Source: an optimization exercise on an open RTL-to-GDS flow (aim: small area and a short achievable clock period). Production flows keep margins and buffers that such runs may drop. Function was checked by simulation only, so behaviour that the tests miss may differ from the original. Power is estimated from default activity; no workload was simulated.

==> flow/design.v (excerpt) <==
module cpu6 (
    input  logic        clock,
    input  logic        reset,
    input  logic [33:0] uop,
    input  logic [7:0]  data_in,
    output logic        write_en,
    output logic [18:0] address,
    output logic [7:0]  data_out
);
make LEC_CHECK=0 CAP_MARGIN=20 CORE_MARGIN=2 CORE_UTILIZATION=40 SETUP_SLACK_MARGIN=0.3 SLEW_MARGIN=20 finish   # period 6.5 ns
run.sh (not shown) runs the stock make flow with config.mk's settings and CLKGATE_MAP_FILE= SYNTH_SCRIPT=/design/flow/synth_recipe.tcl, a recipe that flattens the netlist after the stock synthesis.
Rerun with:
--- a/flow/design.v
+++ b/flow/design.v
@@ -223,30 +223,55 @@
             mar       <= 16'd0;
             war       <= 16'd0;
             page_base <= 3'd0;
         end else begin
             mar       <= mar_next;
             page_base <= pb_next;
             if (e_war_hi)  war[15:8] <= e_ld_mar ? mar[15:8] : result;
             if (e_war_lo)  war[7:0]  <= e_ld_mar ? mar[7:0]  : result;
             if (e_war_inc) war       <= war + 16'd1;
         end
     end
-    wire [7:0] index      = {mar[15:11], page_base};
-    wire [7:0] index_next = {mar_next[15:11], pb_next};
-    always_ff @(posedge clock) begin
-        if (e_pt_write) page_table[index] <= result;
-    end
-    always_ff @(posedge clock) begin
-        if (e_pt_write && (index_next == index)) entry <= result;
-        else                                     entry <= page_table[index_next];
+    logic [31:0] mh_oh, mh_next_oh;
+    logic [7:0]  pb_oh, pb_next_oh;
+    always_comb begin
+        for (int i = 0; i < 32; i++) begin
+            mh_oh[i]      = (mar[15:11] == 5'(i));
+            mh_next_oh[i] = (mar_next[15:11] == 5'(i));
+        end
+        for (int j = 0; j < 8; j++) begin
+            pb_oh[j]      = (page_base == 3'(j));
+            pb_next_oh[j] = (pb_next == 3'(j));
+        end
+    end
+    always_ff @(posedge clock) begin
+        for (int i = 0; i < 32; i++) begin
+            for (int j = 0; j < 8; j++) begin
+                if (e_pt_write && mh_oh[i] && pb_oh[j]) page_table[i*8+j] <= result;
+            end
+        end
+    end
+    logic [7:0] row [32];
+    logic [7:0] lookup;
+    always_comb begin
+        for (int i = 0; i < 32; i++) begin
+            row[i] = 8'd0;
+            for (int j = 0; j < 8; j++) row[i] = row[i] | ({8{pb_next_oh[j]}} & page_table[i*8+j]);
+        end
+        lookup = 8'd0;
+        for (int i = 0; i < 32; i++) lookup = lookup | ({8{mh_next_oh[i]}} & row[i]);
+    end
+    wire same_index = (mar_next[15:11] == mar[15:11]) && (pb_next == page_base);
+    always_ff @(posedge clock) begin
+        if (e_pt_write && same_index) entry <= result;
+        else                          entry <= lookup;
     end
     assign address = {entry, mar[10:0]};
     wire reg_space = (entry == 8'd0) && (mar[10:8] == 3'd0);
     always_ff @(posedge clock or posedge reset) begin
         if (reset) begin
             data_out      <= 8'd0;
             write_pending <= 1'b0;
             write_en      <= 1'b0;
             read_byte     <= 8'd0;
         end else begin
             write_pending <= e_bus_write;
=>
- sequential power hardly moves
- power increases slightly
- utilization increases by 0.37 points
- worst setup slack improves by 0.98 ns
- final cell count increases by a little under a tenth
- non-clock buffer count decreases by 1
- sequential share of layout area increases by 1.5 points
- clock power increases by a few percent
- cell area decreases by a few percent
- via count increases by roughly a tenth
- hold slack is about the same
- fmax increases by about a fifth

---

before:
cpu6, a different RTL version from the one above (not shown whole).
Size: roughly 2400 flip-flops.
Settings: LEC_CHECK=0, CAP_MARGIN=20, CORE_MARGIN=2, CORE_UTILIZATION=55, CTS_CLUSTER_DIAMETER=100, CTS_CLUSTER_SIZE=24, SETUP_SLACK_MARGIN=3.7, SLEW_MARGIN=20, TNS_END_PERCENT=10; clock period 6.5 ns.
[inputs] after vs before
-- flow/design.v --
<<< before, line 313
        end
    end
    logic [31:0] w_row;
    logic [7:0]  w_col;
    wire         u_pt_write = (u_store == 2'd1);
    always_ff @(posedge clock or posedge reset) begin
        if (reset) w_row <= 32'd0;
        else       w_row <= {32{u_pt_write}} & mh_next_oh;
    end
    always_ff @(posedge clock) begin
        w_col <= pb_next_oh;
    end
    always_ff @(posedge clock) begin
        for (int i = 0; i < 32; i++) begin
            for (int j = 0; j < 8; j++) begin
                if (w_row[i] && w_col[j]) page_table[i*8+j] <= result;
            end
        end
    end
    logic [7:0] col [8];
    logic [7:0] lookup;
    always_comb begin
        for (int j = 0; j < 8; j++) begin
            col[j] = 8'd0;
            for (int i = 0; i < 32; i++) col[j] = col[j] | ({8{mh_next_oh[i]}} & page_table[i*8+j]);
        end
        lookup = 8'd0;
        for (int j = 0; j < 8; j++) lookup = lookup | ({8{pb_next_oh[j]}} & col[j]);
    end
    wire same_page  = e_mar_inc ? !mar_lo_full : (!e_ld_mar || (war[15:11] == mar[15:11]));
>>> after, line 313
        end
    end
    logic [31:0] w_row_n;
    logic [7:0]  w_col_n;
    wire         u_pt_write = (u_store == 2'd1);
    always_ff @(posedge clock or posedge reset) begin
        if (reset) w_row_n <= '1;
        else       w_row_n <= ~({32{u_pt_write}} & mh_next_oh);
    end
    always_ff @(posedge clock) begin
        w_col_n <= ~pb_next_oh;
    end
    logic [7:0] pt_data [4];
    always_ff @(posedge clock) begin
        for (int k = 0; k < 4; k++) begin
            if (u_pt_write && (|mh_next_oh[k*8 +: 8])) pt_data[k] <= result_next;
        end
    end
    always_ff @(posedge clock) begin
        for (int i = 0; i < 32; i++) begin
            for (int j = 0; j < 8; j++) begin
                if (!(w_row_n[i] || w_col_n[j])) page_table[i*8+j] <= pt_data[i/8];
            end
        end
    end
    logic [7:0] row [32];
    logic [7:0] lookup;
    always_comb begin
        for (int i = 0; i < 32; i++) begin
            row[i] = 8'd0;
            for (int j = 0; j < 8; j++) row[i] = row[i] | ({8{pb_next_oh[j]}} & page_table[i*8+j]);
        end
        lookup = 8'd0;
        for (int i = 0; i < 32; i++) lookup = lookup | ({8{mh_next_oh[i]}} & row[i]);
    end
    wire same_page  = e_mar_inc ? !mar_lo_full : (!e_ld_mar || (war[15:11] == mar[15:11]));
==> results.txt <==
- after went all the way through the flow, and no timing, DRC or antenna check failed.
- Diode insertion count for antenna repair: before and after compared, higher one is before
- Relative to before, number of antenna violations at the first check in global routing has decreased by 29 in after.
- after does better than before on detailed placement HPWL.
- Diff before -> after: multiplexer share of the synthesized area shows an increase of 0.44 points, minimum clock period after layout now sits higher, final period utilization grew by 4.9 points, total wire length after detailed routing went down, standby leakage power went down.
- Compared with before, in after number of logic inverters in the finished layout has decreased, sequential-cell power consumption has decreased.
- Critical-path cell with the highest stage delay = sky130_fd_sc_hd__dfrtp_4: before; critical-path cell with the highest stage delay = sky130_fd_sc_hd__or4_4: after

---

v35:
cpu6, a different RTL version from the one above (not shown whole).
Size in the first run: roughly 5,700 cells after synthesis, roughly 2,400 flip-flops.
clock: 6.5 ns
lec_check: 0
cap_margin: 20
core_margin: 2
core_utilization: 55
cts_cluster_diameter: 100
cts_cluster_size: 24
setup_slack_margin: 3.7
slew_margin: 20
tns_end_percent: 10
Setup changes, v35 to v14
--- a/flow/design.v
+++ b/flow/design.v
@@ -317,24 +317,26 @@
     wire         u_pt_write = (u_store == 2'd1);
     always_ff @(posedge clock or posedge reset) begin
         if (reset) w_row_n <= '1;
         else       w_row_n <= ~({32{u_pt_write}} & mh_next_oh);
     end
     always_ff @(posedge clock) begin
         w_col_n <= ~pb_next_oh;
     end
-    logic [7:0] pt_data;
+    logic [7:0] pt_data [4];
     always_ff @(posedge clock) begin
-        if (u_pt_write) pt_data <= result_next;
+        for (int k = 0; k < 4; k++) begin
+            if (u_pt_write && (|mh_next_oh[k*8 +: 8])) pt_data[k] <= result_next;
+        end
     end
     always_ff @(posedge clock) begin
         for (int i = 0; i < 32; i++) begin
             for (int j = 0; j < 8; j++) begin
-                if (!(w_row_n[i] || w_col_n[j])) page_table[i*8+j] <= pt_data;
+                if (!(w_row_n[i] || w_col_n[j])) page_table[i*8+j] <= pt_data[i/8];
             end
         end
     end
     logic [7:0] col [8];
     logic [7:0] lookup;
     always_comb begin
         for (int j = 0; j < 8; j++) begin
             col[j] = 8'd0;
[summary]
- v35 completed; timing, DRC and antenna clean
- v14 did not stop at any stage, and its layout met the timing, design-rule and antenna checks.
- Between v14 and v35, routed wirelength normalized by instance count is higher for v14, v35 comes in under that.
- Changes observed in v14 relative to v35: total power +3.5%; longest individual stage delay on the worst path +30 ps; detailed-routing iteration count for the pre-antenna-repair pass +1; sequential fraction of the synthesis area +0.31 points; final instance area +810 um^2.

==> what the ideal ports hide <==
The flow's constraints put no driver on any port. The routed layouts listed below were extracted and timed again, unchanged, in two steps. Step 1 (the two cells are an assumption about what drives the block):
set clk [get_ports {clock}]
set_driving_cell -lib_cell sky130_fd_sc_hd__clkbuf_16 $clk
set_driving_cell -lib_cell sky130_fd_sc_hd__buf_2 [delete_from_list [all_inputs] $clk]
Step 2, shift: input delay + t, output delay - t, t = (earliest + latest rising clock arrival at the registers) / 2. This alone moves slack from input paths to output paths. Slacks: no drivers / after step 1 / after step 2; pairs: no drivers / after step 1.
run | t (ns) | setup slack, ns | slew at the worst register clock pin (ns) | worst slew at a driven data input, ns | cell pins on the clock port's net
the first run of note 1 | 0.956 | 0.165 / 0.071 / 1.027 | 0.07 / 0.07 | 0.08 | 1
the second run of note 1 | 0.963 | 1.144 / 1.144 / 1.144 | 0.07 / 0.07 | 0.05 | 1
before | 0.885 | 3.426 / 3.381 / 2.629 | 0.11 / 0.11 | 0.07 | 1
after | 0.864 | 3.105 / 3.105 / 2.474 | 0.11 / 0.11 | 0.05 | 1
v35 | 0.890 | 3.199 / 3.199 / 2.642 | 0.10 / 0.10 | 0.09 | 1
v14 | 0.917 | 2.962 / 2.962 / 2.678 | 0.11 / 0.11 | 0.11 | 1
After both steps every run listed still meets setup and hold. For before, which loses most, drivers alone change the setup slack by -0.045 ns; drivers and shift together by -0.797 ns.
